From an optimization exercise on the open Yosys and OpenROAD flow, aimed at small area, a short achievable clock period and few clock cycles per item; shortcuts taken in it are not production practice.
The RTL was checked by simulation tests, not by an equivalence proof against the original design.

==> flow/design.v <==
package smmba_pkg;
   localparam int GAS_W        = 16;
   localparam int TEMP_W       = 12;
   localparam int HUMIN_W      = 10;
   localparam int HUMID_W      = 7;
   localparam int SLOT_W       = 5;
   localparam int BYTE_W       = 8;
   localparam int POS_W        = 9;
   localparam int ACC_W        = 13;
   localparam int RECENT_DEPTH = 32;
   localparam logic [GAS_W-1:0]         GAS_MIN_RESET   = 16'd5000;
   localparam logic signed [TEMP_W-1:0] TEMP_MIN_RESET  = 12'sd1000;
   localparam logic [HUMID_W-1:0]       HUMID_MIN_RESET = 7'd100;
   localparam logic [7:0] HUMID_RECIP  = 8'd205;
   localparam int         HUMID_SHIFT  = 11;
   localparam int         HUMID_PROD_W = HUMIN_W + 8;
endpackage
module sensor_min_max_block_average (
   input  logic                                clock,
   input  logic                                reset,
   input  logic                                req_valid,
   output logic                                req_ready,
   input  logic [smmba_pkg::SLOT_W-1:0]        req_sample_slot,
   input  logic [smmba_pkg::GAS_W-1:0]         req_gas_ppm,
   input  logic signed [smmba_pkg::TEMP_W-1:0] req_temperature,
   input  logic [smmba_pkg::HUMIN_W-1:0]       req_humidity,
   output logic                                rsp_valid,
   input  logic                                rsp_ready,
   output logic [smmba_pkg::GAS_W-1:0]         rsp_gas_max,
   output logic [smmba_pkg::GAS_W-1:0]         rsp_gas_min,
   output logic signed [smmba_pkg::TEMP_W-1:0] rsp_temp_max,
   output logic signed [smmba_pkg::TEMP_W-1:0] rsp_temp_min,
   output logic [smmba_pkg::HUMID_W-1:0]       rsp_humid_max,
   output logic [smmba_pkg::HUMID_W-1:0]       rsp_humid_min,
   output logic                                rsp_average_valid,
   output logic [smmba_pkg::BYTE_W-1:0]        rsp_average_value,
   output logic [smmba_pkg::POS_W-1:0]         rsp_history_position
);
   localparam int SLOT_W  = smmba_pkg::SLOT_W;
   localparam int BYTE_W  = smmba_pkg::BYTE_W;
   localparam int ACC_W   = smmba_pkg::ACC_W;
   localparam int GAS_W   = smmba_pkg::GAS_W;
   localparam int TEMP_W  = smmba_pkg::TEMP_W;
   localparam int HUMIN_W = smmba_pkg::HUMIN_W;
   localparam int HUMID_W = smmba_pkg::HUMID_W;
   localparam int POS_W   = smmba_pkg::POS_W;
   localparam int KEY_W   = 10;
   localparam int WORD_W  = SLOT_W + GAS_W + TEMP_W + KEY_W;
   localparam logic [KEY_W-1:0] KEY_MIN_RESET = {3'd6, 3'd1, 4'd8};
   function automatic logic [5:0] div5_hi(input logic [4:0] g);
      logic [4:0] a;
      logic [44:0] t;
      logic [5:0] y;
      begin
         a = g;
         t[0] = a[2] & a[1];
         t[1] = ~(a[3] & t[0]);
         t[2] = a[3] | a[2];
         y[5] = a[4] & t[2];
         t[3] = ~(t[1] & y[5]);
         t[4] = a[2] | a[1];
         t[5] = a[3] & t[4];
         t[6] = a[4] | t[5];
         y[4] = t[3] & t[6];
         t[7] = a[1] | ~(a[3]);
         t[8] = a[2] & t[7];
         t[9] = a[3] | ~(a[1]);
         t[10] = a[0] | ~(t[9]);
         t[11] = ~(t[8] & t[10]);
         t[12] = a[2] | t[7];
         t[13] = ~(t[11] & t[12]);
         t[14] = a[4] | t[13];
         t[15] = a[0] | t[4];
         t[16] = a[3] & t[15];
         t[17] = t[16] & ~(t[0]);
         t[18] = t[17] | ~(y[5]);
         y[3] = t[14] & t[18];
         t[19] = t[8] & ~(a[0]);
         t[20] = t[8] & ~(t[10]);
         t[21] = a[2] | ~(a[0]);
         t[22] = t[7] | t[21];
         t[23] = t[20] | ~(t[22]);
         t[24] = t[21] | ~(t[9]);
         t[25] = a[0] | ~(a[2]);
         t[26] = ~(t[7] & t[21]);
         t[27] = ~(t[25] & t[26]);
         t[28] = ~(a[4] & t[27]);
         t[29] = t[24] & ~(t[27]);
         y[2] = a[4] ? t[29] : t[23];
         t[30] = t[9] | ~(t[21]);
         t[31] = t[7] ? t[21] : t[25];
         t[32] = t[9] | ~(t[25]);
         t[33] = t[31] | ~(t[9]);
         t[34] = a[4] & t[30];
         t[35] = ~(t[33] & t[34]);
         t[36] = t[7] | ~(t[21]);
         t[37] = ~(t[32] & t[36]);
         t[38] = a[4] | t[37];
         y[1] = t[35] & t[38];
         t[39] = t[19] | t[28];
         t[40] = ~(t[22] & t[25]);
         t[41] = ~(t[9] & t[40]);
         t[42] = t[25] & ~(t[26]);
         t[43] = ~(a[4] | t[42]);
         t[44] = ~(t[41] & t[43]);
         y[0] = ~(t[39] & t[44]);
         div5_hi = y;
      end
   endfunction
   function automatic logic [3:0] div5_lo(input logic [2:0] r, input logic [3:0] g);
      logic [6:0] a;
      logic [47:0] t;
      logic [3:0] y;
      begin
         a = {r, g};
         t[0] = ~(a[3] | a[4]);
         t[1] = a[5] & ~(t[0]);
         t[2] = a[3] & a[2];
         t[3] = ~(a[4] & t[2]);
         t[4] = ~(t[1] & t[3]);
         t[5] = a[3] | a[2];
         t[6] = a[4] & t[5];
         t[7] = a[5] | t[6];
         t[8] = t[4] & t[7];
         y[2] = a[6] | t[8];
         t[9] = a[2] & a[1];
         t[10] = ~(a[3] & t[9]);
         t[11] = ~(t[6] & t[10]);
         t[12] = a[2] | a[1];
         t[13] = a[3] & t[12];
         t[14] = a[4] | t[13];
         t[15] = t[11] & t[14];
         t[16] = a[5] | t[15];
         t[17] = a[4] & ~(t[2]);
         t[18] = a[3] | t[12];
         t[19] = ~(t[17] & t[18]);
         t[20] = ~(t[1] & t[19]);
         t[21] = t[16] & t[20];
         t[22] = a[3] | t[9];
         y[3] = a[6] | t[1];
         t[23] = a[3] | ~(t[12]);
         y[1] = a[6] ? t[22] : t[21];
         t[24] = a[1] | a[0];
         t[25] = a[2] | a[0];
         t[26] = a[0] | t[12];
         t[27] = t[22] | ~(t[26]);
         t[28] = t[12] & t[25];
         t[29] = ~(a[3] & t[28]);
         t[30] = ~(t[27] & t[29]);
         t[31] = a[3] & ~(t[9]);
         t[32] = ~(t[26] & t[31]);
         t[33] = ~(t[6] & t[32]);
         t[34] = ~(a[2] & t[24]);
         t[35] = ~(t[0] & t[34]);
         t[36] = ~(a[0] & t[9]);
         t[37] = ~(t[13] & t[36]);
         t[38] = a[4] | t[37];
         t[39] = t[33] & t[38];
         t[40] = t[35] & t[39];
         t[41] = t[23] | ~(t[36]);
         t[42] = ~(t[17] & t[41]);
         t[43] = a[4] | t[34];
         t[44] = ~(t[0] & t[28]);
         t[45] = t[43] & t[44];
         t[46] = ~(t[42] & t[45]);
         t[47] = a[5] ? t[46] : t[40];
         y[0] = a[6] ? t[30] : t[47];
         div5_lo = y;
      end
   endfunction
   function automatic logic [2*smmba_pkg::ACC_W-1:0] csa(input logic [smmba_pkg::ACC_W-1:0] a,
                                                          input logic [smmba_pkg::ACC_W-1:0] b,
                                                          input logic [smmba_pkg::ACC_W-1:0] c,
                                                          input logic                       cin);
      logic [smmba_pkg::ACC_W-1:0] sm;
      logic [smmba_pkg::ACC_W-1:0] cy;
      begin
         sm  = a ^ b ^ c;
         cy  = (a & b) | (a & c) | (b & c);
         csa = {sm, cy[smmba_pkg::ACC_W-2:0], cin};
      end
   endfunction
   function automatic logic [smmba_pkg::ACC_W-1:0] ks_add(input logic [smmba_pkg::ACC_W-1:0] a,
                                                          input logic [smmba_pkg::ACC_W-1:0] b);
      logic [smmba_pkg::ACC_W-1:0] g;
      logic [smmba_pkg::ACC_W-1:0] p;
      logic [smmba_pkg::ACC_W-1:0] gn;
      logic [smmba_pkg::ACC_W-1:0] pn;
      begin
         g = a & b;
         p = a ^ b;
         for (int d = 1; d < smmba_pkg::ACC_W; d = d * 2) begin
            gn = g;
            pn = p;
            for (int i = d; i < smmba_pkg::ACC_W; i++) begin
               gn[i] = g[i] | (p[i] & g[i-d]);
               pn[i] = p[i] & p[i-d];
            end
            g = gn;
            p = pn;
         end
         ks_add = (a ^ b) ^ {g[smmba_pkg::ACC_W-2:0], 1'b0};
      end
   endfunction
   logic                       word_valid;
   logic [WORD_W-1:0]          word;
   logic                       skid_valid;
   logic [WORD_W-1:0]          skid;
   logic [WORD_W-1:0]          in_word;
   logic                       word_free;
   logic                       out_valid;
   logic [GAS_W-1:0]           max_gas, min_gas;
   logic signed [TEMP_W-1:0]   max_temp, min_temp;
   logic [HUMID_W-1:0]         max_humid, min_humid;
   logic [KEY_W-1:0]           max_key, min_key;
   logic [BYTE_W-1:0]          recent [smmba_pkg::RECENT_DEPTH];
   logic [ACC_W-1:0]           rest_add;
   logic [BYTE_W-1:0]          rest_sub;
   logic                       avg_valid;
   logic [BYTE_W-1:0]          avg_value;
   logic [POS_W-1:0]           position;
   logic                       take;
   logic [SLOT_W-1:0]          w_slot;
   logic [GAS_W-1:0]           w_gas;
   logic signed [TEMP_W-1:0]   w_temp;
   logic [KEY_W-1:0]           w_key;
   logic [5:0]                 in_key_hi;
   logic                       slot_zero;
   logic [HUMID_W-1:0]         humid_pct;
   logic [BYTE_W-1:0]          new_byte;
   logic [BYTE_W-1:0]          old_byte;
   logic [BYTE_W-1:0]          wr_byte;
   logic [2*ACC_W-1:0]         block_cs;
   logic [ACC_W-1:0]           block_sum;
   assign in_key_hi = div5_hi(req_humidity[9:5]);
   assign in_word   = {req_sample_slot, req_gas_ppm, req_temperature, in_key_hi, req_humidity[4:1]};
   assign req_ready = !skid_valid;
   assign take      = word_valid && (!out_valid || rsp_ready);
   assign word_free = take || !word_valid;
   always_ff @(posedge clock) begin
      if (reset) begin
         word_valid <= 1'b0;
         skid_valid <= 1'b0;
      end else if (word_free) begin
         word_valid <= skid_valid || req_valid;
         skid_valid <= 1'b0;
      end else if (req_valid) begin
         skid_valid <= 1'b1;
      end
   end
   always_ff @(posedge clock) begin
      if (word_free) begin
         word <= skid_valid ? skid : in_word;
      end
   end
   always_ff @(posedge clock) begin
      if (!skid_valid) begin
         skid <= in_word;
      end
   end
   assign {w_slot, w_gas, w_temp, w_key} = word;
   assign humid_pct = {w_key[9:7], div5_lo(w_key[6:4], w_key[3:0])};
   assign slot_zero = (w_slot == '0);
   assign new_byte  = w_gas[BYTE_W+SLOT_W-1:SLOT_W];
   assign old_byte  = recent[w_slot];
   assign block_cs  = csa(rest_add, ~(ACC_W'(rest_sub)), ACC_W'(new_byte), 1'b1);
   assign block_sum = ks_add(block_cs[2*ACC_W-1:ACC_W], block_cs[ACC_W-1:0]);
   always_ff @(posedge clock) begin
      if (reset) begin
         out_valid <= 1'b0;
      end else if (take) begin
         out_valid <= 1'b1;
      end else if (rsp_ready) begin
         out_valid <= 1'b0;
      end
   end
   always_ff @(posedge clock) begin
      if (reset) begin
         max_gas   <= '0;
         min_gas   <= smmba_pkg::GAS_MIN_RESET;
         max_temp  <= '0;
         min_temp  <= smmba_pkg::TEMP_MIN_RESET;
         max_humid <= '0;
         min_humid <= smmba_pkg::HUMID_MIN_RESET;
         max_key   <= '0;
         min_key   <= KEY_MIN_RESET;
         avg_valid <= 1'b0;
         avg_value <= '0;
         position  <= '1;
      end else if (take) begin
         if (w_gas > max_gas)                  max_gas   <= w_gas;
         if (w_gas < min_gas)                  min_gas   <= w_gas;
         if (w_temp > max_temp)                max_temp  <= w_temp;
         if (w_temp < min_temp)                min_temp  <= w_temp;
         if (w_key > max_key) begin
            max_key   <= w_key;
            max_humid <= humid_pct;
         end
         if (w_key < min_key) begin
            min_key   <= w_key;
            min_humid <= humid_pct;
         end
         avg_valid <= slot_zero;
         avg_value <= slot_zero ? block_sum[ACC_W-1:SLOT_W] : '0;
         if (slot_zero) position <= position + 1'b1;
      end
   end
   always_ff @(posedge clock) begin
      if (reset) begin
         rest_add <= '0;
         rest_sub <= '0;
      end else if (take && !slot_zero) begin
         rest_add <= block_sum;
         rest_sub <= old_byte;
      end
   end
   assign wr_byte = new_byte & {BYTE_W{!reset}};
   always_ff @(posedge clock) begin
      for (int i = 0; i < smmba_pkg::RECENT_DEPTH; i++) begin
         if (reset || (take && w_slot == SLOT_W'(i))) begin
            recent[i] <= wr_byte;
         end
      end
   end
   assign rsp_valid            = out_valid;
   assign rsp_gas_max          = max_gas;
   assign rsp_gas_min          = min_gas;
   assign rsp_temp_max         = max_temp;
   assign rsp_temp_min         = min_temp;
   assign rsp_humid_max        = max_humid;
   assign rsp_humid_min        = min_humid;
   assign rsp_average_valid    = avg_valid;
   assign rsp_average_value    = avg_value;
   assign rsp_history_position = avg_valid ? position : '0;
endmodule
export LEC_CHECK = 0
export CAP_MARGIN = 20
export CORE_MARGIN = 2
export CORE_UTILIZATION = 40
export SETUP_SLACK_MARGIN = 4.5
export SLEW_MARGIN = 20
create_clock -name core_clock -period 7.0 [get_ports {clock}]
run.sh (not shown) runs the stock make flow with config.mk's settings and CLKGATE_MAP_FILE= SYNTH_SCRIPT=/design/flow/synth_recipe.tcl, a recipe that flattens the netlist after the stock synthesis.
Testbench counts at the start, summed over its fixed seeds: cycles 16,400, items 16,384.
Then changed:
--- a/flow/design.v
+++ b/flow/design.v
@@ -216,10 +216,11 @@
    logic [BYTE_W-1:0]          recent [smmba_pkg::RECENT_DEPTH];
    logic [ACC_W-1:0]           rest_add;
    logic [BYTE_W-1:0]          rest_sub;
    logic                       avg_valid;
    logic [BYTE_W-1:0]          avg_value;
+   logic [POS_W-1:0]           history;
    logic [POS_W-1:0]           position;
    logic                       take;
    logic [SLOT_W-1:0]          w_slot;
    logic [GAS_W-1:0]           w_gas;
    logic signed [TEMP_W-1:0]   w_temp;
@@ -284,11 +285,12 @@
          min_humid <= smmba_pkg::HUMID_MIN_RESET;
          max_key   <= '0;
          min_key   <= KEY_MIN_RESET;
          avg_valid <= 1'b0;
          avg_value <= '0;
-         position  <= '1;
+         position  <= '0;
+         history   <= '0;
       end else if (take) begin
          if (w_gas > max_gas)                  max_gas   <= w_gas;
          if (w_gas < min_gas)                  min_gas   <= w_gas;
          if (w_temp > max_temp)                max_temp  <= w_temp;
          if (w_temp < min_temp)                min_temp  <= w_temp;
@@ -300,11 +302,12 @@
             min_key   <= w_key;
             min_humid <= humid_pct;
          end
          avg_valid <= slot_zero;
          avg_value <= slot_zero ? block_sum[ACC_W-1:SLOT_W] : '0;
-         if (slot_zero) position <= position + 1'b1;
+         position  <= slot_zero ? history : '0;
+         if (slot_zero) history <= history + 1'b1;
       end
    end
    always_ff @(posedge clock) begin
       if (reset) begin
          rest_add <= '0;
@@ -329,7 +332,7 @@
    assign rsp_temp_min         = min_temp;
    assign rsp_humid_max        = max_humid;
    assign rsp_humid_min        = min_humid;
    assign rsp_average_valid    = avg_valid;
    assign rsp_average_value    = avg_value;
-   assign rsp_history_position = avg_valid ? position : '0;
+   assign rsp_history_position = position;
 endmodule
After rerunning: The new run ran to the end with no violations. Core utilization goes down by 1.9 points. Cell area decreases by 3.3%. Worst hold slack loses 4.4 ps. Non-clock buffer count drops by 37. Routed wire length climbs by about 0.8%. Clock-buffer cell count grows by 5. Clock skew came out lower by 9.3 ps. First-iteration DRC count goes up by about 7%.
Testbench counts after the change, summed over its fixed seeds: cycles 16,400, items 16,384.

[re-timing with driven ports]
The results above use ideal ports. As a check the final layouts listed here were re-extracted and re-timed, cells and wires unchanged.
Step 1 sets driving cells, clkbuf_16 on the clock port and buf_2 on the other inputs (assumed; they add their load-dependent delay and slew).
Step 2 also shifts input and output timing later by t, the mid clock arrival at the registers, as if the neighbouring blocks saw the same clock.
a / b / c = no drivers / after step 1 / after step 2; a / b = the first two.
run | t, ns | slack for setup (ns) | worst setup path at the end | clock arrival spread, ns | cell pins on the clock port's net
the first run | 0.655 | 4.216 / 4.207 / 3.895 | input to register | 0.051 / 0.051 | 1
the second run | 0.663 | 4.117 / 4.117 / 3.884 | input to register | 0.044 / 0.045 | 1
After both steps every run listed still meets setup and hold. The setup slack of the first run, which loses most, moves by -0.009 ns with the drivers and by -0.321 ns with both steps.
